This design comes from an exercise in tuning for small area, a short achievable clock period and few clock cycles per item on the open sky130 flow, not from production work.
The RTL was checked by simulation tests, not by an equivalence proof against the original design.

## hijri_date_from_day_number
module hijri_date_from_day_number (
  input  logic                clk,
  input  logic                rst,
  input  logic                cfg_valid,
  output logic                cfg_ready,
  input  logic [21:0]     epoch_day_number,
  input  logic                in_valid,
  output logic                in_stall,
  input  logic [21:0]     julian_day_number,
  output logic                out_valid,
  input  logic                out_stall,
  output logic [4:0]    hijri_day,
  output logic [3:0]  hijri_month,
  output logic [13:0]   hijri_year,
  output logic                leap_year_flag,
  output logic                status_code
);
clock: 7.5 ns
lec_check: 0
cap_margin: 20
core_margin: 2
core_utilization: 40
cts_buf_list: sky130_fd_sc_hd__clkbuf_4 sky130_fd_sc_hd__clkbuf_8
setup_slack_margin: 3.75
slew_margin: 20
standard.sh (not shown) runs the stock make flow with config.mk's settings and CLKGATE_MAP_FILE= SYNTH_SCRIPT=/design/flow/synth_recipe.tcl, a recipe that flattens the netlist after the stock synthesis.
==> flow/flow/run.sh <==
#!/bin/bash
# Standard layout, with every port buffered by a buf_1 instead of the default
# buffer cell. Each tool's output goes to a log file in this folder.
set -e
cp standard.sh standard_sh.txt
export BUFFER_PORTS_ARGS="-buffer_cell sky130_fd_sc_hd__buf_1"
bash standard.sh > standard.log 2>&1
Testbench counts at the start, summed over its fixed seeds: cycles 16,040, items 16,000.
Rerun with:
- SETUP_SLACK_MARGIN: 3.75 -> 4.0
The new run finished clean; maximum frequency rises by 2.1%; final cell count rises by 0.77%; die area does not change.

* * *

## run 1
hijri_date_from_day_number, a different RTL version from the one above (not shown whole).
For scale: roughly 77 I/O pins, ~13000 um2 of cells after synthesis.
// hijri_date_from_day_number
module hijri_date_from_day_number (
  input  logic                clk,
  input  logic                rst,
  input  logic                cfg_valid,
  output logic                cfg_ready,
  input  logic [21:0]     epoch_day_number,
  input  logic                in_valid,
  output logic                in_stall,
  input  logic [21:0]     julian_day_number,
  output logic                out_valid,
  input  logic                out_stall,
  output logic [4:0]    hijri_day,
  output logic [3:0]  hijri_month,
  output logic [13:0]   hijri_year,
  output logic                leap_year_flag,
  output logic                status_code
);
  localparam logic [21:0] EPOCH_RESET = 22'd1948440;
  function automatic logic is_leap(input int cyc);
    case (cyc)
      2, 5, 7, 10, 13, 16, 18, 21, 24, 26, 29: is_leap = 1'b1;
      default: is_leap = 1'b0;
    endcase
  endfunction
  logic adv;
  assign adv       = !(out_valid && out_stall);
  assign in_stall  = !adv;
  assign cfg_ready = 1'b1;
  logic [21:0] epoch;
  always_ff @(posedge clk) begin
    if (rst)            epoch <= EPOCH_RESET;
    else if (cfg_valid) epoch <= epoch_day_number;
  end
  logic [21:0] diff;
  logic        nb;
  hijri_sub u_sub (.j(julian_day_number), .e(epoch), .d(diff), .nb(nb));
  logic        s1_valid, s1_err;
  logic [21:0] s1_d;
  always_ff @(posedge clk) begin
    if (rst)      s1_valid <= 1'b0;
    else if (adv) s1_valid <= in_valid;
  end
  always_ff @(posedge clk) begin
    if (adv) begin
      s1_err <= !nb;
      s1_d   <= diff;
    end
  end
  logic [13:0] qe;
  hijri_est u_est (.x(s1_d[21:8]), .q(qe));
  logic        s2_valid, s2_err;
  logic [9:0]  s2_d;
  logic [13:0] s2_q;
  always_ff @(posedge clk) begin
    if (rst)      s2_valid <= 1'b0;
    else if (adv) s2_valid <= s1_valid;
  end
  always_ff @(posedge clk) begin
    if (adv) begin
      s2_err <= s1_err;
      s2_d   <= s1_d[9:0];
      s2_q   <= qe;
    end
  end
  logic [9:0] ai, bi;
  ...
export LEC_CHECK = 0
export CAP_MARGIN = 20
export CORE_MARGIN = 2
export CORE_UTILIZATION = 40
export CTS_BUF_LIST = sky130_fd_sc_hd__clkbuf_4 sky130_fd_sc_hd__clkbuf_8
export SETUP_SLACK_MARGIN = 3.0
export SLEW_MARGIN = 20
create_clock -name core_clock -period 7.5 [get_ports {clk}]
run.sh (not shown) runs the stock make flow with config.mk's settings and CLKGATE_MAP_FILE= SYNTH_SCRIPT=/design/flow/synth_recipe.tcl, a recipe that flattens the netlist after the stock synthesis.
Stock flow here: none of the scripts above is used.
Testbench counts of run 1, summed over its fixed seeds: cycles 16,040, items 16,000.
Inputs modified between run 1 and run 2:
-- flow/config.mk --
<<< run 1, line 10
export CORE_UTILIZATION = 40
export CTS_BUF_LIST = sky130_fd_sc_hd__clkbuf_4 sky130_fd_sc_hd__clkbuf_8
export SETUP_SLACK_MARGIN = 3.0
export SLEW_MARGIN = 20
>>> run 2, line 10
export CORE_UTILIZATION = 40
export SLEW_MARGIN = 20
Notes after the runs:
- Run 1 and run 2 all finish clean.
- Summary of run 2 over run 1: wire length lower, utilization lower, met1 usage in global routing lower.
- Global-route usage: run 2 vs run 1 down 0.48 points
- Diff run 1 -> run 2: number of multi-input combinational cells level; worst-case hold slack now smaller; actual slew at the worst max-slew pin higher; placed standard-cell area essentially unchanged.
--- input diff run 2..run 3 ---
==> flow/flow/run.sh (new file) <==
#!/bin/bash
# Standard layout, with every port buffered by a buf_1 instead of the default
# buffer cell. Each tool's output goes to a log file in this folder.
set -e
cp standard.sh standard_sh.txt
export BUFFER_PORTS_ARGS="-buffer_cell sky130_fd_sc_hd__buf_1"
bash standard.sh > standard.log 2>&1
==> flow/standard.sh (new file) <==
#!/bin/bash
# synth_recipe.tcl (not shown) runs the flow's synth.tcl, then flattens the netlist and writes it again
# the make line also repeats each setting of config.mk as NAME=value (left out here)
make -C /OpenROAD-flow-scripts/flow DESIGN_CONFIG=/design/flow/config.mk WORK_HOME=/design/flow/orfs CLKGATE_MAP_FILE= SYNTH_SCRIPT=/design/flow/synth_recipe.tcl "${@:-finish}"
-- flow/config.mk --
<<< run 2, line 10
export CORE_UTILIZATION = 40
export SLEW_MARGIN = 20
>>> run 3, line 10
export CORE_UTILIZATION = 40
export SETUP_SLACK_MARGIN = 3.0
export SLEW_MARGIN = 20
removed: flow/run.sh
Results
- In run 3, the share of the cycle needed by the critical path after routing came out 13 points below the value in run 2.
- Going from run 2 to run 3, via count moved up, proportion of cell area occupied by multi-input gates grew by 1.2 points, global-route usage barely changed, maximum frequency from static timing analysis has increased.
--- input diff run 3..run 4 ---
-- flow/config.mk --
<<< run 3, line 10
export CORE_UTILIZATION = 40
export SETUP_SLACK_MARGIN = 3.0
export SLEW_MARGIN = 20
>>> run 4, line 10
export CORE_UTILIZATION = 40
export CTS_BUF_LIST = sky130_fd_sc_hd__clkbuf_4 sky130_fd_sc_hd__clkbuf_8
export SETUP_SLACK_MARGIN = 3.5
export SLEW_MARGIN = 20
Results
- [compare] base=run 3 new=run 4: worst path setup slack after routing picked up an extra 0.051 ns, quantity of gates resized following cts grew by 12, fmax +1.2%.
- Cmp run 3 and run 4 / utilization after layout / higher: run 4
- Diff run 3 -> run 4: non-clock buffer instance count of the final layout rose by 43; slack of the worst reg-to-reg path rose by 0.05 ns; non-clock inverter count in the final layout rose by about 0.44%.

-- separate check: timing with driven ports --
The results above use ideal ports. As a check the final layouts listed here were re-extracted and re-timed, cells and wires unchanged.
Step 1 assumes that a clkbuf_16 drives the clock port and a buf_2 every other input.
Step 2 times the ports against the registers' clock, not the clock port: input delays grow and output delays shrink by t, the midpoint of the rising clock arrivals with the driver on.
Slacks: ideal / step 1 / step 2; pairs: ideal / step 1.
| run | shift t [ns] | setup WS [ns] | worst setup path at the end | slew at the worst register clock pin (ns) | pins driven straight from the clock port |
|---|---|---|---|---|---|
| the first run of note 1 | 0.510 | 3.525 / 3.525 / 3.412 | input to register | 0.10 / 0.10 | 1 |
| the second run of note 1 | 0.504 | 3.606 / 3.606 / 3.606 | register to register | 0.09 / 0.09 | 1 |
| run 1 | 0.502 | 3.159 / 3.159 / 3.033 | input to register | 0.09 / 0.09 | 1 |
| run 2 | 0.478 | 2.238 / 2.238 / 2.238 | register to register | 0.07 / 0.07 | 1 |
| run 3 | 0.476 | 3.177 / 3.177 / 3.177 | register to register | 0.07 / 0.07 | 1 |
| run 4 | 0.512 | 3.228 / 3.228 / 3.228 | register to register | 0.10 / 0.10 | 1 |
After both steps setup and hold are still met in every run listed. The setup slack of run 1, which loses most, moves by 0.000 ns with the drivers and by -0.126 ns with both steps.
